Source: an optimization exercise on an open RTL-to-GDS flow (aim: a short achievable clock period and few clock cycles per item). Production flows keep margins and buffers that such runs may drop. In this exercise RTL edits were held to simulation tests only and were not proved equivalent to the original. Power is estimated from default activity; no workload was simulated.

==> wip/nickel: inputs <==
==> flow/design.v <==
package isaPkg;
    typedef enum logic [2:0] {
        ADD = 3'b000,
        NEG = 3'b001,
        OR  = 3'b010,
        NOT = 3'b011,
        MOV = 3'b100,
        LDI = 3'b111
    } aluFn;
    typedef enum logic [3:0] {
        NONE   = 4'b0000,
        ALWAYS = 4'b0001,
        C      = 4'b0010,
        NC     = 4'b0011,
        Z      = 4'b0100,
        NZ     = 4'b0101,
        V      = 4'b0110,
        NV     = 4'b0111,
        S      = 4'b1000,
        NS     = 4'b1001,
        HALT   = 4'b1111
    } condCode;
    typedef struct packed {
        condCode                cond;
        aluFn                   fn;
        logic [3-1:0] dst;
        logic [3-1:0] srcA;
        logic [3-1:0] srcB;
    } aluWord;
    typedef struct packed {
        condCode     cond;
        logic [11:0] offset;
    } branchWord;
    typedef union packed {
        aluWord    alu;
        branchWord br;
    } instrWord;
endpackage
package corePkg;
    typedef enum logic [1:0] {
        IDLE   = 2'b00,
        FETCH  = 2'b01,
        DECODE = 2'b10,
        EXEC   = 2'b11
    } seqState;
    typedef struct packed {
        logic c;
        logic z;
        logic v;
        logic s;
    } aluFlags;
endpackage
`timescale 1ns/1ps
module progRam (
    input  logic                    clk,
    input  logic                    loadValid,
    input  logic [7-1:0] loadAddr,
    input  logic [16-1:0]  loadData,
    input  logic [7-1:0] fetchAddr,
    output logic [16-1:0]  fetchData,
    output logic                    fetchPred,
    output logic [7-1:0] fetchTgt
);
    logic [16-1:0] mem [128];
    logic                    pred [128];
    logic [7-1:0] tgt [128];
    logic [7-1:0] ldTgt;
    logic                    ldPred;
    logic                    ldValid;
    logic [7-1:0] ldAddr;
    logic [16-1:0]  ldData;
    always_ff @(posedge clk)
    begin
        ldValid <= loadValid;
        ldAddr <= loadAddr;
        ldData <= loadData;
        if (ldValid)
        begin
            mem[ldAddr] <= ldData;
            pred[ldAddr] <= ldPred;
            tgt[ldAddr] <= ldTgt;
        end
    end
    assign ldTgt  = ldAddr + 7'd1 + ldData[6:0];
    assign ldPred = (ldData[15:12] == 4'h1)
                 || (ldData[15:12] >= 4'h2 && ldData[15:12] <= 4'h9 && ldTgt <= ldAddr);
    assign fetchData = mem[fetchAddr];
    assign fetchPred = pred[fetchAddr];
    assign fetchTgt  = tgt[fetchAddr];
endmodule
`timescale 1ns/1ps
module regBank (
    input  logic                   clk,
    input  logic                   rstN,
    input  logic                   wrEn,
    input  logic [3-1:0] wrIdx,
    input  logic [16-1:0] wrData,
    input  logic [2*8-1:0] rdSel,
    output logic [2*16-1:0] rdData
);
    logic [16-1:0] regs [8];
    always_ff @(posedge clk)
    begin
        for (int i = 0; i < 8; i++)
        begin
            if (!rstN)
                regs[i] <= '0;
            else if (wrEn && wrIdx == i)
                regs[i] <= wrData;
        end
    end
    always_comb
    begin
        rdData = '0;
        for (int p = 0; p < 2; p++)
            for (int i = 0; i < 8; i++)
                rdData[p * 16 +: 16] = rdData[p * 16 +: 16]
                    | ({16{rdSel[p * 8 + i]}} & regs[i]);
    end
endmodule
`timescale 1ns/1ps
module aluUnit (
    input  logic [5:0]             fnOh,
    input  logic [5:0]             imm,
    input  logic [16-1:0] rdA,
    input  logic [16-1:0] rdB,
    output logic [16-1:0] aluResult,
    output corePkg::aluFlags       addFlags
);
    localparam int Msb = 16 - 1;
    logic [16:0] sum;
    logic [15:0] gen [5];
    logic [15:0] prop [5];
    assign gen[0]  = rdA & rdB;
    assign prop[0] = rdA ^ rdB;
    for (genvar k = 0; k < 4; k++)
    begin : gLvl
        for (genvar i = 0; i < 16; i++)
        begin : gBit
            if (i >= (1 << k))
            begin : gComb
                assign gen[k + 1][i]  = gen[k][i] | (prop[k][i] & gen[k][i - (1 << k)]);
                assign prop[k + 1][i] = prop[k][i] & prop[k][i - (1 << k)];
            end
            else
            begin : gPass
                assign gen[k + 1][i]  = gen[k][i];
                assign prop[k + 1][i] = prop[k][i];
            end
        end
    end
    assign sum = {gen[4][15], prop[0] ^ {gen[4][14:0], 1'b0}};
    assign aluResult = ({16{fnOh[0]}} & sum[Msb:0])
                     | ({16{fnOh[1]}} & (-rdB))
                     | ({16{fnOh[2]}} & (rdA | rdB))
                     | ({16{fnOh[3]}} & ~rdB)
                     | ({16{fnOh[4]}} & rdB)
                     | ({16{fnOh[5]}} & {{(16 - 6){imm[5]}}, imm});
    assign addFlags.c = sum[16];
    assign addFlags.z = ((rdA ^ rdB) == {(rdA[Msb-1:0] | rdB[Msb-1:0]), 1'b0});
    assign addFlags.v = (rdA[Msb] == rdB[Msb]) && (sum[Msb] != rdA[Msb]);
    assign addFlags.s = sum[Msb];
endmodule
`timescale 1ns/1ps
module branchUnit (
    input  isaPkg::instrWord        instr,
    input  logic [7-1:0] pc,
    input  corePkg::aluFlags        flags,
    output logic                    taken,
    output logic [7-1:0] target
);
    logic [16-1:0] offsetExt;
    logic [16-1:0] sum;
    always_comb
    begin
        case (instr.br.cond)
            isaPkg::ALWAYS: taken = 1'b1;
            isaPkg::C:      taken = flags.c;
            isaPkg::NC:     taken = !flags.c;
            isaPkg::Z:      taken = flags.z;
            isaPkg::NZ:     taken = !flags.z;
            isaPkg::V:      taken = flags.v;
            isaPkg::NV:     taken = !flags.v;
            isaPkg::S:      taken = flags.s;
            isaPkg::NS:     taken = !flags.s;
            default:        taken = 1'b0;
        endcase
    end
    assign offsetExt = {{(16 - 12){instr.br.offset[11]}}, instr.br.offset};
    assign sum = 16'(pc) + 16'(1) + offsetExt;
    assign target = sum[7-1:0];
endmodule
`timescale 1ns/1ps
module cpuSequencer;
endmodule
`timescale 1ns/1ps
module cpuTop (
    input  logic                    clk,
    input  logic                    rstN,
    input  logic                    loadValid,
    input  logic [7-1:0] loadAddr,
    input  logic [16-1:0]  loadData,
    input  logic                    start,
    output logic                    wbValid,
    output logic [3-1:0]  wbReg,
    output logic [16-1:0]  wbData,
    output logic                    halted
);
    logic                    run;
    logic [7-1:0] fpc;
    logic [16-1:0]  fetchData;
    logic [16-1:0]  ir;
    logic                    irValid;
    logic [7-1:0] irPc;
    logic [7:0]              irSelA;
    logic [7:0]              irSelB;
    corePkg::aluFlags        flags;
    logic                    isW;
    logic                    isHalt;
    logic                    taken;
    logic                    fetchPred;
    logic [7-1:0] fetchTgt;
    logic                    irPred;
    logic                    mispred;
    logic [7-1:0] target;
    logic                    doWrite;
    logic [5:0]              fnOh;
    logic [16-1:0]  rdA;
    logic [16-1:0]  rdB;
    logic [16-1:0]  result;
    corePkg::aluFlags        addFlags;
    progRam prog (.clk, .loadValid, .loadAddr, .loadData, .fetchAddr(fpc), .fetchData,
                  .fetchPred, .fetchTgt);
    assign mispred = irValid && (taken != irPred);
    assign isW    = (ir[15:12] == 4'h0) && (ir[11:9] != 3'b101) && (ir[11:9] != 3'b110);
    assign isHalt = (ir[15:12] == 4'hf);
    assign fnOh   = {ir[11:9] == 3'b111, ir[11:9] == 3'b100, ir[11:9] == 3'b011,
                     ir[11:9] == 3'b010, ir[11:9] == 3'b001, ir[11:9] == 3'b000};
    assign target = irPc + 7'd1 + ir[6:0];
    branchUnit branch (.instr(ir), .pc(irPc), .flags, .taken, .target());
    assign doWrite = run && irValid && isW;
    regBank regs (.clk, .rstN, .wrEn(doWrite), .wrIdx(ir[8:6]), .wrData(result),
                  .rdSel({irSelB, irSelA}), .rdData({rdB, rdA}));
    aluUnit alu (.fnOh, .imm(ir[5:0]), .rdA, .rdB, .aluResult(result), .addFlags);
    always_ff @(posedge clk)
    begin
        if (!rstN)
            flags <= '0;
        else if (doWrite && fnOh[0])
            flags <= addFlags;
    end
    always_ff @(posedge clk)
    begin
        if (!rstN)
        begin
            run <= 1'b0;
            halted <= 1'b0;
            wbValid <= 1'b0;
            irValid <= 1'b0;
        end
        else
        begin
            wbValid <= doWrite;
            if (start)
            begin
                run <= 1'b1;
                halted <= 1'b0;
                irValid <= 1'b0;
            end
            else if (run)
            begin
                if (irValid && isHalt)
                begin
                    run <= 1'b0;
                    halted <= 1'b1;
                    irValid <= 1'b0;
                end
                else if (mispred)
                    irValid <= 1'b0;
                else
                    irValid <= 1'b1;
            end
        end
    end
    always_ff @(posedge clk)
    begin
        if (start)
            fpc <= '0;
        else if (mispred)
            fpc <= taken ? target : irPc + 7'd1;
        else
            fpc <= fetchPred ? fetchTgt : fpc + 7'd1;
        irPred <= fetchPred;
        ir <= fetchData;
        for (int k = 0; k < 8; k++)
        begin
            irSelA[k] <= (fetchData[5:3] == k);
            irSelB[k] <= (fetchData[2:0] == k);
        end
        irPc <= fpc;
        wbReg <= ir[8:6];
        wbData <= result;
    end
endmodule
==> flow/run.sh <==
#!/bin/bash
# synth_recipe.tcl (not shown) runs the flow's synth.tcl, then flattens the netlist and writes it again
# the make line also repeats each setting of config.mk as NAME=value (left out here)
make -C /OpenROAD-flow-scripts/flow DESIGN_CONFIG=/design/flow/config.mk WORK_HOME=/design/flow/orfs CLKGATE_MAP_FILE= SYNTH_SCRIPT=/design/flow/synth_recipe.tcl finish
==> flow/config.mk <==
export PLATFORM = sky130hd
export DESIGN_NAME = cpuTop
export DESIGN_NICKNAME = cpuTop
export VERILOG_FILES = /design/flow/design.v
export SDC_FILE = /design/flow/constraint.sdc
export NUM_CORES = 4
export LEC_CHECK = 0
export CAP_MARGIN = 20
export CORE_MARGIN = 2
export CORE_UTILIZATION = 40
export SETUP_SLACK_MARGIN = 3.0
export SLEW_MARGIN = 20
==> flow/constraint.sdc <==
create_clock -name core_clock -period 6.5 [get_ports {clk}]
set_input_delay 1.3000 -clock core_clock [delete_from_list [all_inputs] [get_ports {clk}]]
set_output_delay 1.3000 -clock core_clock [all_outputs]
set_load 0.01 [all_outputs]
==> wip/harbor: changes against wip/nickel <==
==> flow/design.v, changed modules only <==
module progRam (
    input  logic                    clk,
    input  logic                    loadValid,
    input  logic [7-1:0] loadAddr,
    input  logic [16-1:0]  loadData,
    input  logic [7-1:0] fetchAddr,
    output logic [16-1:0]  fetchData,
    output logic [7-1:0] fetchTgt,
    output logic [11:0]             fetchNext,
    input  logic [7-1:0] altAddr,
    output logic [16-1:0]  altData,
    output logic [7-1:0] altTgt,
    output logic [11:0]             altNext,
    output logic                    pendLow
);
    logic [16-1:0] mem [128];
    logic [7-1:0] tgt [128];
    logic [11:0]             nxt [128];
    logic [7-1:0] ldTgt;
    logic [3:0]              ldCc;
    logic                    ldIsW;
    logic                    ldValid;
    logic [7-1:0] ldAddr;
    logic [16-1:0]  ldData;
    always_ff @(posedge clk)
    begin
        ldValid <= loadValid;
        ldAddr <= loadAddr;
        ldData <= loadData;
        if (ldValid)
        begin
            mem[ldAddr] <= ldData;
            tgt[ldAddr] <= ldTgt;
            nxt[ldAddr - 7'd1] <= {!ldIsW, ldCc, ldTgt};
        end
    end
    assign ldTgt = ldAddr + 7'd1 + ldData[6:0];
    assign ldIsW = (ldData[15:12] == 4'h0) && (ldData[11:9] != 3'b101) && (ldData[11:9] != 3'b110);
    assign ldCc  = (ldData[15:12] == 4'hf || (ldData[15:12] >= 4'h1 && ldData[15:12] <= 4'h9))
                 ? ldData[15:12] : 4'h0;
    assign pendLow = ldValid && (ldAddr <= 7'd1);
    assign fetchData = mem[fetchAddr];
    assign fetchTgt  = tgt[fetchAddr];
    assign fetchNext = nxt[fetchAddr];
    assign altData = mem[altAddr];
    assign altTgt  = tgt[altAddr];
    assign altNext = nxt[altAddr];
endmodule
module branchUnit (
    input  logic [3:0]       cc,
    input  corePkg::aluFlags flags,
    output logic             taken
);
    always_comb
    begin
        case (cc)
            isaPkg::ALWAYS: taken = 1'b1;
            isaPkg::C:      taken = flags.c;
            isaPkg::NC:     taken = !flags.c;
            isaPkg::Z:      taken = flags.z;
            isaPkg::NZ:     taken = !flags.z;
            isaPkg::V:      taken = flags.v;
            isaPkg::NV:     taken = !flags.v;
            isaPkg::S:      taken = flags.s;
            isaPkg::NS:     taken = !flags.s;
            default:        taken = 1'b0;
        endcase
    end
endmodule
module cpuSequencer (
    input  logic [7-1:0] addr,
    input  logic [7-1:0] addr1,
    input  logic [7-1:0] addr2,
    input  logic [16-1:0]  word,
    input  logic [7-1:0] tgt,
    input  logic [11:0]             next,
    output logic [3:0]              cc,
    output logic [7-1:0] nSeq,
    output logic [7-1:0] nTgt
);
    logic       isW;
    logic [3:0] ownCc;
    logic       fold;
    logic       chain;
    logic       chainJ;
    logic       chainN;
    assign isW   = (word[15:12] == 4'h0) && (word[11:9] != 3'b101) && (word[11:9] != 3'b110);
    assign ownCc = (word[15:12] == 4'hf || (word[15:12] >= 4'h1 && word[15:12] <= 4'h9))
                 ? word[15:12] : 4'h0;
    assign fold = isW && next[11]
                && (word[11:9] != 3'b000 || next[10:7] == 4'h0 || next[10:7] == 4'h1
                    || next[10:7] == 4'hf || next[10:7] == 4'h4 || next[10:7] == 4'h5);
    assign chain  = !isW && (ownCc != 4'h1) && (ownCc != 4'hf) && next[11];
    assign chainJ = chain && (next[10:7] == 4'h1);
    assign chainN = chain && (next[10:7] == 4'h0);
    assign cc   = isW ? (fold ? next[10:7] : 4'h0) : ownCc;
    assign nSeq = chainJ ? next[6:0] : ((fold || chainN) ? addr2 : addr1);
    assign nTgt = fold ? next[6:0] : tgt;
endmodule
module cpuTop (
    input  logic                    clk,
    input  logic                    rstN,
    input  logic                    loadValid,
    input  logic [7-1:0] loadAddr,
    input  logic [16-1:0]  loadData,
    input  logic                    start,
    output logic                    wbValid,
    output logic [3-1:0]  wbReg,
    output logic [16-1:0]  wbData,
    output logic                    halted
);
    logic                    run;
    logic                    haltNext;
    logic [7-1:0] fpc;
    logic [16-1:0]  fetchData;
    logic [16-1:0]  ir;
    logic                    irValid;
    logic [7-1:0] irPc;
    logic [7:0]              irSelA;
    logic [7:0]              irSelB;
    corePkg::aluFlags        flags;
    logic                    isW;
    logic                    isHalt;
    logic                    taken;
    logic                    takenFlags;
    logic                    zFold;
    logic [7-1:0] fetchTgt;
    logic                    jump;
    logic [7-1:0] alt;
    logic [16-1:0]  altData;
    logic [7-1:0] altTgt;
    logic [16-1:0]  sData;
    logic [7-1:0] sAddr;
    logic [11:0]             fetchNext;
    logic [11:0]             altNext;
    logic                    pendLow;
    logic [3:0]              irCc;
    logic [3:0]              aCc;
    logic [3:0]              bCc;
    logic [7-1:0] aSeq;
    logic [7-1:0] bSeq;
    logic [7-1:0] aTgt;
    logic [7-1:0] bTgt;
    logic                    doWrite;
    logic [5:0]              fnOh;
    logic [16-1:0]  rdA;
    logic [16-1:0]  rdB;
    logic [16-1:0]  result;
    corePkg::aluFlags        addFlags;
    progRam prog (.clk, .loadValid, .loadAddr, .loadData, .fetchAddr(fpc), .fetchData,
                  .fetchTgt, .fetchNext, .altAddr(alt), .altData, .altTgt, .altNext, .pendLow);
    assign jump = irValid && taken;
    cpuSequencer seqA (.addr(fpc), .addr1(fpc + 7'd1), .addr2(fpc + 7'd2), .word(fetchData),
                       .tgt(fetchTgt), .next(fetchNext), .cc(aCc), .nSeq(aSeq), .nTgt(aTgt));
    cpuSequencer seqB (.addr(alt), .addr1(alt + 7'd1), .addr2(alt + 7'd2), .word(altData),
                       .tgt(altTgt), .next(altNext), .cc(bCc), .nSeq(bSeq), .nTgt(bTgt));
    assign sData = jump ? altData : fetchData;
    assign sAddr = jump ? alt : fpc;
    assign isW    = (ir[15:12] == 4'h0) && (ir[11:9] != 3'b101) && (ir[11:9] != 3'b110);
    assign isHalt = (irCc == 4'hf);
    assign fnOh   = {ir[11:9] == 3'b111, ir[11:9] == 3'b100, ir[11:9] == 3'b011,
                     ir[11:9] == 3'b010, ir[11:9] == 3'b001, ir[11:9] == 3'b000};
    branchUnit branch (.cc(irCc), .flags, .taken(takenFlags));
    assign zFold = isW && fnOh[0] && (irCc == 4'h4 || irCc == 4'h5);
    assign taken = zFold ? (addFlags.z ^ (irCc == 4'h5)) : takenFlags;
    assign doWrite = run && irValid && isW;
    regBank regs (.clk, .rstN, .wrEn(doWrite), .wrIdx(ir[8:6]), .wrData(result),
                  .rdSel({irSelB, irSelA}), .rdData({rdB, rdA}));
    aluUnit alu (.fnOh, .imm(ir[5:0]), .rdA, .rdB, .aluResult(result), .addFlags);
    always_ff @(posedge clk)
    begin
        if (!rstN)
            flags <= '0;
        else if (doWrite && fnOh[0])
            flags <= addFlags;
    end
    always_ff @(posedge clk)
    begin
        if (!rstN)
        begin
            run <= 1'b0;
            haltNext <= 1'b0;
            halted <= 1'b0;
            wbValid <= 1'b0;
            irValid <= 1'b0;
        end
        else
        begin
            wbValid <= doWrite;
            haltNext <= 1'b0;
            if (haltNext)
                halted <= 1'b1;
            if (start)
            begin
                run <= 1'b1;
                halted <= 1'b0;
                irValid <= !pendLow;
            end
            else if (run)
            begin
                if (irValid && isHalt)
                begin
                    run <= 1'b0;
                    irValid <= 1'b0;
                    if (isW)
                        haltNext <= 1'b1;
                    else
                        halted <= 1'b1;
                end
                else
                    irValid <= 1'b1;
            end
        end
    end
    always_ff @(posedge clk)
    begin
        if (!rstN)
            fpc <= '0;
        else if (start)
            fpc <= pendLow ? 7'd0 : aSeq;
        else if (!run || (irValid && isHalt))
            fpc <= '0;
        else
            fpc <= jump ? bSeq : aSeq;
        alt <= jump ? bTgt : aTgt;
        irCc <= jump ? bCc : aCc;
        ir <= sData;
        for (int k = 0; k < 8; k++)
        begin
            irSelA[k] <= (sData[5:3] == k);
            irSelB[k] <= (sData[2:0] == k);
        end
        irPc <= sAddr;
        wbReg <= ir[8:6];
        wbData <= result;
    end
endmodule
==> summary of the runs <==
Against wip/nickel, the combinational power of wip/harbor is larger by about 110%. Against wip/nickel, the die area of wip/harbor is larger by 70%. Against wip/nickel, the final cell count of wip/harbor is higher by about 75%. Setup slack: wip/harbor is worse than wip/nickel (1.0 ns). Of wip/nickel and wip/harbor, wip/harbor has the higher synthesized area (gap 41%, measured against wip/harbor). Against wip/harbor, the global-route usage of wip/nickel is lower by 5.4 points. In wip/nickel the utilization is lower than in wip/harbor, by 1.0 points. Of wip/nickel and wip/harbor, wip/harbor has the higher via count (gap about 50%, measured against wip/harbor). Between wip/harbor and wip/nickel, the lower sequential share of layout area is in wip/harbor (gap 11 points).
Testbench counts of wip/nickel, summed over its fixed seeds: cycles 24,564, instrs 21,904.
Testbench counts of wip/harbor, summed over its fixed seeds: cycles 16,857, instrs 21,904.

afterwards: timing with drivers on the ports:
The results above use ideal ports. As a check the final layouts listed here were re-extracted and re-timed, cells and wires unchanged. Step 1: set_driving_cell puts a clkbuf_16 on clk and a buf_2 on each other input, an assumption about the parent block. Step 2 moves the port delays by t, midway between the first and last clock arrival at a register: inputs arrive t later, outputs are due t later. That takes back most of the time a late clock gives input paths. a / b / c = ideal / step 1 / step 2; a / b = the first two.
run	t, ns	setup WS [ns]	worst setup path after step 2	slew at the worst register clock pin (ns)
wip/nickel	0.996	2.813 / 2.813 / 2.813	register to register	0.07 / 0.07
wip/harbor	1.208	1.789 / 1.789 / 1.789	register to register	0.07 / 0.07
After both steps setup and hold are still met in every run listed.
